From an optimization exercise on the open Yosys and OpenROAD flow, aimed at small area and a short achievable clock period; shortcuts taken in it are not production practice.
In this exercise RTL edits were held to simulation tests only and were not proved equivalent to the original.
Power is estimated from default activity; no workload was simulated.

## run.sh

```bash
#!/bin/bash
# synth_recipe.tcl (not shown) runs the flow's synth.tcl, then flattens the netlist and writes it again
# the make line also repeats each setting of config.mk as NAME=value (left out here)
make -C /OpenROAD-flow-scripts/flow DESIGN_CONFIG=/design/flow/config.mk WORK_HOME=/design/flow/orfs CLKGATE_MAP_FILE= SYNTH_SCRIPT=/design/flow/synth_recipe.tcl finish
```

## config.mk

```make
export PLATFORM = sky130hd
export DESIGN_NAME = bus_mem_responder
export DESIGN_NICKNAME = bus_mem_responder
export VERILOG_FILES = /design/flow/design.v
export SDC_FILE = /design/flow/constraint.sdc
export NUM_CORES = 4
export LEC_CHECK = 0
export CAP_MARGIN = 20
export CORE_MARGIN = 2
export CORE_UTILIZATION = 40
export CTS_CLUSTER_DIAMETER = 100
export CTS_CLUSTER_SIZE = 24
export GPL_ROUTABILITY_DRIVEN = 0
export SETUP_SLACK_MARGIN = 3.2
export SLEW_MARGIN = 20
export SYNTH_HIERARCHICAL = 1
```

## constraint.sdc

```tcl
create_clock -name core_clock -period 5.0 [get_ports {clk}]
set_input_delay 1.0000 -clock core_clock [delete_from_list [all_inputs] [get_ports {clk}]]
set_output_delay 1.0000 -clock core_clock [all_outputs]
set_load 0.01 [all_outputs]
```

## design.v

```verilog
package bus_pkg;
  localparam int ADDR_W = 20;
  localparam int DATA_W = 8;
  typedef enum logic {
    leer     = 1'b0,
    escribir = 1'b1
  } operacion;
  typedef enum logic [2:0] {
    IDLE = 3'd0,
    ADDR = 3'd1,
    WAIT = 3'd2,
    DATA = 3'd3,
    TURN = 3'd4
  } resp_state_t;
endpackage
module bm_hold (input logic we, input logic nwe, input logic d, input logic q,
                output logic y);
  assign y = (we & d) | (nwe & q);
endmodule
module bm_wen (input logic a, input logic b, output logic we, output logic nwe);
  assign we  = a & b;
  assign nwe = ~(a & b);
endmodule
module bm_rd4 (input logic s0, input logic d0, input logic s1, input logic d1,
               input logic s2, input logic d2, input logic s3, input logic d3,
               output logic y);
  assign y = (s0 & d0) | (s1 & d1) | (s2 & d2) | (s3 & d3);
endmodule
module bm_nor2 (input logic a, input logic b, output logic y);
  assign y = ~(a | b);
endmodule
module bm_nand2 (input logic a, input logic b, output logic y);
  assign y = ~(a & b);
endmodule
module bm_nand4 (input logic a, input logic b, input logic c, input logic d,
                 output logic y);
  assign y = ~(a & b & c & d);
endmodule
module bus_mem_responder #(
  parameter logic [bus_pkg::ADDR_W-1:0] BASE = 20'h00000,
  parameter int                DEPTH_LOG2  = 8,
  parameter int                WAIT_STATES = 1,
  parameter logic [bus_pkg::DATA_W-1:0] FILL_BYTE = 8'hFF
) (
  input  logic              clk,
  input  logic              reset,
  input  logic              EN,
  input  logic              RD_WR,
  input  logic [bus_pkg::ADDR_W-1:0] Direction,
  input  logic [bus_pkg::DATA_W-1:0] Bus_in,
  output logic [bus_pkg::DATA_W-1:0] Bus_out,
  output logic              Bus_oe,
  output logic              READY,
  output logic              ERR,
  output logic              Busy
);
  logic        busy_q, idle_q, addr_q, wait_q, data_q;
  logic        err_q, oe_q, wnow_q;
  logic [7:0]  out_q;
  logic [7:0]  off_q;
  logic        op_q, in_win_q;
  logic [1:0]  phase_q;
  logic [2:0]  wpend_q;           
  logic [7:0]  waddr_q, wdata_q;  
  logic        fwd_d;             
  logic        src_tree_q;        
  logic [7:0]  alt_q;             
  logic [15:0] rhi_n_q;           
  logic [7:0]  rmt_n_q;           
  logic [15:0] wgo_q;             
  logic [3:0]  wmid_q;            
  logic [7:0]  rd;
  logic        accept;
  logic [7:0]  anext, wanext;
  logic [1:0]  rplace_nx, wplace_nx;
  assign accept = idle_q && EN;
  assign fwd_d  = (off_q == waddr_q);
  always_ff @(posedge clk or negedge reset) begin
    if (!reset) begin
      busy_q <= 1'b0;
      idle_q <= 1'b1;
      addr_q <= 1'b0;
      wait_q <= 1'b0;
      data_q <= 1'b0;
      err_q  <= 1'b0;
      oe_q   <= 1'b0;
      wnow_q <= 1'b0;
      out_q  <= '0;
      src_tree_q <= 1'b0;
      alt_q      <= '0;
    end else begin
      busy_q <= accept || addr_q || wait_q || data_q;
      idle_q <= !(accept || addr_q || wait_q || data_q);
      addr_q <= accept;
      wait_q <= addr_q;
      data_q <= wait_q;
      err_q  <= wait_q && !in_win_q;
      oe_q   <= wait_q && !op_q;
      wnow_q <= wait_q && op_q && in_win_q;
      src_tree_q <= addr_q && !op_q && in_win_q && !fwd_d && !rplace_nx[0];
      alt_q      <= ({8{addr_q && !op_q && in_win_q && !fwd_d && rplace_nx[0]}} & rd) |
                    ({8{addr_q && !op_q && in_win_q && fwd_d}} & wdata_q) |
                    ({8{addr_q && !op_q && !in_win_q}} & FILL_BYTE);
      out_q      <= ({8{src_tree_q}} & rd) | alt_q;
    end
  end
  always_ff @(posedge clk) begin
    if (idle_q) begin
      off_q    <= Direction[7:0];
      op_q     <= RD_WR;
      in_win_q <= (Direction[19:8] == 12'h000);
    end
  end
  always_ff @(posedge clk) begin
    case (phase_q)
      2'd0:    phase_q <= 2'd1;
      2'd1:    phase_q <= 2'd2;
      2'd2:    phase_q <= 2'd3;
      default: phase_q <= 2'd0;
    endcase
  end
  assign wanext = wnow_q ? off_q : waddr_q;
  always_ff @(posedge clk) begin
    wpend_q <= {wpend_q[1:0], wnow_q};
    if (wnow_q) begin
      waddr_q <= off_q;
      wdata_q <= Bus_in;
    end
  end
  assign anext     = idle_q ? Direction[7:0] : off_q;
  assign rplace_nx = anext[1:0] + phase_q + 2'd1;
  assign wplace_nx = wanext[1:0] + phase_q + 2'd1;
  always_ff @(posedge clk) begin
    for (int i = 0; i < 16; i++) begin
      rhi_n_q[i] <= (anext[7:4] != i[3:0]);
      wgo_q[i] <= (|{wpend_q[2:0], wnow_q}) && (wplace_nx == 2'd3) &&
                  (wanext[7:4] == i[3:0]);
    end
    for (int i = 0; i < 4; i++) begin
      rmt_n_q[2*i]   <= !(anext[3:2] == i[1:0] && rplace_nx == 2'd0);
      rmt_n_q[2*i+1] <= !(anext[3:2] == i[1:0] && rplace_nx == 2'd2);
      wmid_q[i]      <= (wanext[3:2] == i[1:0]);
    end
  end
  logic [127:0] rs;               
  logic [7:0]   row_q [256];      
  genvar r, p, b, k;
  generate
    for (r = 0; r < 64; r++) begin : g_ring
      logic we, nwe;
      logic [7:0] nxt;
      bm_wen  u_we  (.a(wgo_q[r / 4]), .b(wmid_q[r % 4]), .we(we), .nwe(nwe));
      for (b = 0; b < 8; b++) begin : g_bit
        bm_hold u_h (.we(we), .nwe(nwe), .d(wdata_q[b]), .q(row_q[4*r+3][b]), .y(nxt[b]));
      end
      always_ff @(posedge clk) begin
        row_q[4*r]   <= nxt;
        row_q[4*r+1] <= row_q[4*r];
        row_q[4*r+2] <= row_q[4*r+1];
        row_q[4*r+3] <= row_q[4*r+2];
      end
      for (p = 0; p < 2; p++) begin : g_pl
        bm_nor2 u_rs (.a(rhi_n_q[r / 4]), .b(rmt_n_q[(r % 4) * 2 + p]), .y(rs[2*r+p]));
      end
    end
    for (b = 0; b < 8; b++) begin : g_rd
      logic [31:0] t1;    
      logic [15:0] t2;    
      logic [3:0]  t3;    
      logic [1:0]  t4;    
      for (k = 0; k < 32; k++) begin : g_t1
        bm_rd4 u_a (.s0(rs[4*k]),   .d0(row_q[2*(4*k)][b]),
                    .s1(rs[4*k+1]), .d1(row_q[2*(4*k+1)][b]),
                    .s2(rs[4*k+2]), .d2(row_q[2*(4*k+2)][b]),
                    .s3(rs[4*k+3]), .d3(row_q[2*(4*k+3)][b]), .y(t1[k]));
      end
      for (k = 0; k < 16; k++) begin : g_t2
        bm_nor2 u_o (.a(t1[2*k]), .b(t1[2*k+1]), .y(t2[k]));
      end
      for (k = 0; k < 4; k++) begin : g_t3
        bm_nand4 u_n (.a(t2[4*k]), .b(t2[4*k+1]), .c(t2[4*k+2]), .d(t2[4*k+3]), .y(t3[k]));
      end
      bm_nor2 u_o4 (.a(t3[0]), .b(t3[1]), .y(t4[0]));
      bm_nor2 u_o5 (.a(t3[2]), .b(t3[3]), .y(t4[1]));
      assign rd[b] = ~(t4[0] & t4[1]);
    end
  endgenerate
  assign Bus_out = out_q;
  assign Bus_oe  = oe_q;
  assign READY   = data_q;
  assign ERR     = err_q;
  assign Busy    = busy_q;
endmodule
```

==> results of run 1 <==
cells in the mapped netlist:
master	instances	area share, %
xor2_1	10	0.16
dfxtp_1	2113	76
buf_2	3	0.027
mux2i_1	15	0.27
a22o_1	512	8.1
ha_1	5	0.11
nor2b_1	3	0.034
mux2_4	1	0.027
and3_1	2	0.023
nand3b_1	8	0.11
nor2_1	308	2.1
nor4_1	4	0.045
o211ai_2	8	0.18
edfxtp_1	10	0.54
buf_6	1	0.020
and3b_1	1	0.016
a21o_1	8	0.11
or4_1	1	0.014
buf_1	1	0.0068
nor4_4	2	0.077
a22oi_1	512	6.9
or3b_2	1	0.016
clkbuf_1	3	0.020
xnor2_1	1	0.016
nand2_1	357	2.4
inv_1	18	0.12
dfrtp_1	24	1.1
xnor2_2	1	0.029
dfstp_2	1	0.047
and2_1	67	0.75
nand4_1	44	0.50
Yosys stat by module, one instance, submodules excluded:
module	area (µm²)	cells	times used
bm_hold	8.758	1	512
bm_wen	10.01	2	64
bm_nand4	6.256	1	32
bus_mem_responder	44390	2333	1
bm_rd4	18.77	3	256
bm_nor2	3.754	1	272
power by group:
part | switching, mW | internal [mW] | total (mW)
registers | 0.677 | 17.7 | 18.4
logic | 1.32 | 0.773 | 2.10
clock network | 5.17 | 3.69 | 8.86
total | 7.17 | 22.2 | 29.4
what timing repair did:
item                       4_1_cts  5_1_grt
pin swaps                      127      160
gates resized for setup        413      251
setup buffers                   55       21
setup endpoints to repair      391       97
layout make-up:
class,instances,area share [%]
repair buffers,139,2.305
flip-flops and latches,2148,67.66
multi-input cells,1871,22.21
clock buffers,108,3.986
well taps,1794,3.504
clock inverters,9,0.2363
inverters,18,0.1055
through the flow:
stage                     hold WS, ns  std cells  instance area (µm²)
after detailed placement       0.3121       5894                58340
after global placement         0.3096       5894                58340
after CTS                      0.3190       6066                62770
final                          0.3193       6087                64070
after global routing           0.3183       6087                64070
after floorplan                0.3096       4045                55540
registers in the layout, summed over array words and instances (netlist names), 2 cells and up:
| register | count |
|---|---|
| row_q | 2048 |
| rhi_n_q | 16 |
| wgo_q | 16 |
| alt_q | 8 |
| off_q | 8 |
| out_q | 8 |
| rmt_n_q | 8 |
| waddr_q | 8 |
| wdata_q | 8 |
| wmid_q | 4 |
| wpend_q | 3 |
| phase_q | 2 |
worst max-delay path by stage:
stage                     slack, ns  cells past startpoint    startpoint         end
after detailed placement       2.01                      9    rmt_n_q[0]    alt_q[1]
after CTS                      2.53                      1      out_q[5]  Bus_out[5]
after global placement         1.94                      9    rmt_n_q[0]    alt_q[2]
after global routing           2.52                      1      out_q[5]  Bus_out[5]
final                          2.59                      1      out_q[5]  Bus_out[5]
after floorplan                3.01                      6  Direction[0]  rmt_n_q[0]
routing by layer:
metal | global-route usage, % | wire length [µm]
met5 | 0 | 13
met4 | 4.408 | 3150
met3 | 2.817 | 7893
met2 | 28.71 | 60780
met1 | 29.71 | 69200
cells by family after synthesis:
group	count (synthesis)	synth area share (%)
flops	2148	77.83
simple gates	798	6.076
compound gates	1040	15.28
fa+ha+maj	5	0.1126
mux	16	0.2974
xor+xnor	12	0.2028
buf+inv	26	0.1960
==> results_dict.tcl, run 1 <==
set metrics [dict create \
    status "complete, no violations" \
    rows 136 \
    reg2reg_setup_slack_ns 2.82 \
    finalWorstSetupSlack_ns 2.587 \
    numClockSinks 2148 \
    crit_arrival_ns 1.41 \
    multi_input_area_mm2 0.01423 \
    port-buffer-count 43 \
    io_pins 44 \
    rr_endpoint "alt_q[1]" \
    holdPathEnd "row_q[46][4]" \
    holdBufCountCts 0 \
    die_x_um 376.6 \
    cts_tree "done" \
    critPathLaunchType "flip-flop" \
    core-area_mm2 0.1377 \
    post_drt_wl_per_cell_um 23.17 \
    ant_nets 0 \
    numCtsBuffers 100 \
    first_pass_iters 7 \
    timing.final.crit_share_pct 48.26 \
    ys_warn_count 9 \
    ys_ff_latch 2148 \
    setup_violations 0 \
    syn_area_per_cell_um2 13.73 \
    path_cells "buf_6" \
    finalHoldViolCount 0 \
    fin_worst_skew_ns 0.03643 \
    viasPerCell 5.286 \
    p_leak_nw 24.71 \
    drv_cap 0 \
    nets 4315 \
    drt_wl_total_um 141000 \
    grt_setup_unrepaired "yes" \
    h-tree-depth 3 \
    synth_seq_area_share_pct 77.83 \
    cts_buffer_depth 3 \
    path_delay_family "flip-flops" \
    max_clock_freq_mhz 414.4 \
    crit_type "reg -> out" \
    antenna_found_initial 4 \
    netlist_instances 4045 \
    cp_slowest_cell "dfrtp_2" \
    clk_latency_ns 0.75 \
    final_util_pct 46.54 \
    tightest_slew_ns 0.9994 \
    hold_path.class "reg -> reg" \
    vias 32180 \
    layout_commonest_cell "dfxtp_1" \
    critPathRequiredTime_ns 4.00 \
    antenna_cells 0 \
    drive_gt1_share_pct 16.33 \
    grt_pass1_wl_um 208300 \
    grt_overflow 0 \
    reg2reg_depth 10 \
    regArea_mm2 0.04335 \
    initial_core_util_pct 40.34 \
    yosysUniqueCellTypes 31 \
    final_cell_mix "dfxtp_1 (2085), a22o_1 (512), a22oi_1 (343), nand2_1 (334), a22oi_2 (169)" \
    syn_to_final_growth_pct 15.35 \
    power_density_mw_per_mm2 458.3 \
    initialDrtViolationCount 2825 \
    cp_max_fo 1 \
    fill_cells 12050 \
    die_area_mm2 0.1418 \
    dieHeight_um 376.6 \
    fin_setup_tns_ns 0 \
    hold-path-cell-count 0 \
    final_max_slew_viol_count 0 \
    grt_start_max_net_pins 46 \
    worstReg2RegStart "rmt_n_q[2]" \
    pre_cts_ws_ns 2.009 \
    syn_nets 4082 \
    hp-start "row_q[45][4]" \
    grt_pass1_vias 31660 \
    synth_area_mm2 0.05554 \
    worstSetupEndpointType "output port" \
    layout_min_cycle_time_ns 2.413 \
    grt_use_total_pct 19.40 \
    clk_pin_slew_ns 0.09 \
    crit_buf_inv 1 \
    hpwl_um 87940 \
    ir_worst_vdd_mv 0.2870 \
    drc 0 \
    cts_root_buf "clkbuf_16" \
    slowest_delay_ns 0.51 \
    relSlewSlack_pct 33.37 \
    total_power_mw 29.36 \
]
==> run 2, diff against run 1 <==
--- a/config.mk
+++ b/config.mk
@@ -12,3 +12,2 @@
 export CTS_CLUSTER_SIZE = 24
-export GPL_ROUTABILITY_DRIVEN = 0
 export SETUP_SLACK_MARGIN = 3.2
==> results_dict.tcl, run 2 <==
set metrics [dict create \
    ir_worst_vdd_mv 0.2870 \
    die_area_mm2 0.1418 \
    critPathRequiredTime_ns 4.00 \
    final_cell_mix "dfxtp_1 (2085), a22o_1 (512), a22oi_1 (343), nand2_1 (334), a22oi_2 (169)" \
    syn_to_final_growth_pct 15.35 \
    crit_buf_inv 1 \
    yosys.area_share.simple_pct 6.076 \
    grt_setup_unrepaired "yes" \
    synthAdderAreaFrac_pct 0.1126 \
    numClockSinks 2148 \
    yosysTopAreaCell "dfxtp_1" \
    status "complete, no violations" \
    p_int_mw 22.19 \
    seq_power_share_pct 62.7 \
    worstSetupEndpointType "output port" \
    cp_max_fo 1 \
    antenna_cells 0 \
    setup_violations 0 \
    ys_ff_latch 2148 \
    path_delay_family "flip-flops" \
    max_clock_freq_mhz 414.4 \
    nets 4315 \
    worstReg2RegStart "rmt_n_q[2]" \
    hpwl_um 87940 \
    yosysTopAreaCellShare_pct 76.16 \
    final_max_slew_viol_count 0 \
    clk_latency_ns 0.75 \
    drc 0 \
    finalHoldViolCount 0 \
    cp_slowest_cell "dfrtp_2" \
    fin_worst_skew_ns 0.03643 \
    port-buffer-count 43 \
    crit_arrival_ns 1.41 \
    yosysUniqueCellTypes 31 \
    syn_nets 4082 \
    synth_area_mm2 0.05554 \
    ant_nets 0 \
    reg2reg_depth 10 \
    viasPerCell 5.286 \
    synthFlopType "dfxtp_1" \
    hp-start "row_q[45][4]" \
    post_drt_wl_per_cell_um 23.17 \
    initial_core_util_pct 40.34 \
    dieHeight_um 376.6 \
    clk_pin_slew_ns 0.09 \
    regMostFlops "row_q" \
    netlist_instances 4045 \
    io_pins 44 \
    drt_wl_total_um 141000 \
    hold-path-cell-count 0 \
    power_density_mw_per_mm2 458.3 \
    final_util_pct 46.54 \
    grt_start_max_net_pins 46 \
    path_cells "buf_6" \
    fill_cells 12050 \
    first_pass_iters 7 \
    pwr-share-comb_pct 7.1 \
    tightest_slew_ns 0.9994 \
    synth_edf_count 10 \
    grt_use_total_pct 19.40 \
    multi_input_area_mm2 0.01423 \
    layout_min_cycle_time_ns 2.413 \
    synthTopCellsByCount "dfxtp_1 (2113), a22o_1 (512), a22oi_1 (512)" \
    vias 32180 \
    cts_root_buf "clkbuf_16" \
    cp.depth 1 \
    grt_overflow 0 \
    startpoint "out_q[5]" \
    drive_gt1_share_pct 16.33 \
    p_leak_nw 24.71 \
    relSlewSlack_pct 33.37 \
    numCtsBuffers 100 \
    layout_commonest_cell "dfxtp_1" \
    h-tree-depth 3 \
    rows 136 \
    antenna_found_initial 4 \
    crit_type "reg -> out" \
    hold_path.class "reg -> reg" \
    cts_tree "done" \
    yosysMostFrequentCell "dfxtp_1" \
    synth_top_family_by_area "compound AO/OA/AOI/OAI gates" \
    ys_warn_count 9 \
    cts_buffer_depth 3 \
    synth-xor-area-share_pct 0.2028 \
    slowest_delay_ns 0.51 \
    initialDrtViolationCount 2825 \
    core-area_mm2 0.1377 \
    largest_reg_flops 2048 \
    muxShareOfSynthArea_pct 0.2974 \
    regArea_mm2 0.04335 \
    timing.final.crit_share_pct 48.26 \
    syn_area_per_cell_um2 13.73 \
    synth_compound_area_share_pct 15.28 \
    pwr-share-clk_pct 30.2 \
    fin_setup_tns_ns 0 \
    synth_area_leaders "dfxtp_1 (76%), a22o_1 (8.1%), a22oi_1 (6.9%)" \
    drv_cap 0 \
    netSwitchingFraction_pct 24.42 \
    grt_pass1_wl_um 208300 \
    critPathLaunchType "flip-flop" \
    die_x_um 376.6 \
    synth_seq_area_share_pct 77.83 \
    grt_pass1_vias 31660 \
    top_regs "row_q (2048), rhi_n_q (16), wgo_q (16)" \
    place_congestion 0.8226 \
    async_flop_share_pct 1.164 \
    p_switching_mw 7.171 \
]
## run 2: cell counts after synthesis
Identical to the previous run, type by type.
## run 2: final cells by class
class | instances | area share (%)
timing repair buffer | 139 | 2.305
clock inverter | 9 | 0.2363
tap | 1794 | 3.504
sequential | 2148 | 67.66
inverter | 18 | 0.1055
clock buffer | 108 | 3.986
multi-input combinational | 1871 | 22.21
## run 2: layer usage
layer,global-route usage [%],vias to the layer above,wire [µm]
met4,4.408,2,3150
met3,2.817,191,7893
met2,28.71,874,60780
met1,29.71,16140,69200
li1,-,14970,-
met5,0,-,13
## run 2: cells by family after synthesis
group,Yosys count
DFF,2148
adders and majority gates,5
AOI/OAI and AO/OA,1040
xor gates and xnor gates,12
buffers and inverters,26
muxes,16
and+or+nand+nor,798
## run 2: metrics by stage
stage / setup WS [ns] / power, mW / cell area [µm²] / hold slack [ns] / cells
6_report: 2.587 / 29.36 / 64070 / 0.3193 / 6087
5_1_grt: 2.518 / 30.31 / 64070 / 0.3183 / 6087
4_1_cts: 2.527 / 29.16 / 62770 / 0.3190 / 6066
3_5_place_dp: 2.009 / 20.00 / 58340 / 0.3121 / 5894
3_3_place_gp: 1.942 / 19.98 / 58340 / 0.3096 / 5894
2_1_floorplan: 3.007 / 19.06 / 55540 / 0.3096 / 4045
## run 2: power groups by stage
stage | registers (mW) | clock network, mW | logic, mW
3_5_place_dp | 18.9 | 0 | 1.14
2_1_floorplan | 18.5 | 0 | 0.598
3_3_place_gp | 18.8 | 0 | 1.14
4_1_cts | 18.3 | 9.04 | 1.78
5_1_grt | 18.5 | 9.66 | 2.17
6_report | 18.4 | 8.86 | 2.10
## run 2: worst paths after layout
path	to	slack (ns)
min reg2reg	row_q[46][4]	0.32
max	Bus_out[5]	2.59
max in group asynchronous	wnow_q	3.89
min	row_q[46][4]	0.32
min in group asynchronous	out_q[2]	0.69
max reg2reg	alt_q[1]	2.82
## run 2: modules after synthesis (local to each module, per instance)
module / flops+latches / cells / times used / area (µm²)
bm_nand4: 0 / 1 / 32 / 6.256
bm_wen: 0 / 2 / 64 / 10.01
bm_hold: 0 / 1 / 512 / 8.758
bus_mem_responder: 2148 / 2333 / 1 / 44390
bm_rd4: 0 / 3 / 256 / 18.77
bm_nor2: 0 / 1 / 272 / 3.754
## run 2: timing repair
item | CTS | global route
hold buffers | 0 | 0
pin swaps | 127 | 160
setup buffers | 55 | 21
resized for setup | 413 | 251
endpoints found under the setup margin | 391 | 97

afterwards: timing with drivers on the ports:
The results above use ideal ports. As a check the final layouts listed here were re-extracted and re-timed, cells and wires unchanged. Step 1 (the two cells are an assumption about what drives the block):
set clk [get_ports {clk}]
set_driving_cell -lib_cell sky130_fd_sc_hd__clkbuf_16 $clk
set_driving_cell -lib_cell sky130_fd_sc_hd__buf_2 [delete_from_list [all_inputs] $clk]
Step 2 moves the port delays by t, midway between the first and last clock arrival at a register: inputs arrive t later, outputs are due t later. That takes back most of the time a late clock gives input paths. Three values: ideal ports, drivers, drivers and shift; two values: the first two.
run | shift t [ns] | slack for setup (ns) | hold WS [ns] | worst setup path at the end | clock arrival spread, ns
run 1 | 0.814 | 2.587 / 2.507 / 2.372 | 0.319 / 0.319 / 0.319 | input to register | 0.040 / 0.040
run 2 | 0.814 | 2.587 / 2.507 / 2.372 | 0.319 / 0.319 / 0.319 | input to register | 0.040 / 0.040
After both steps setup and hold are still met in every run listed.
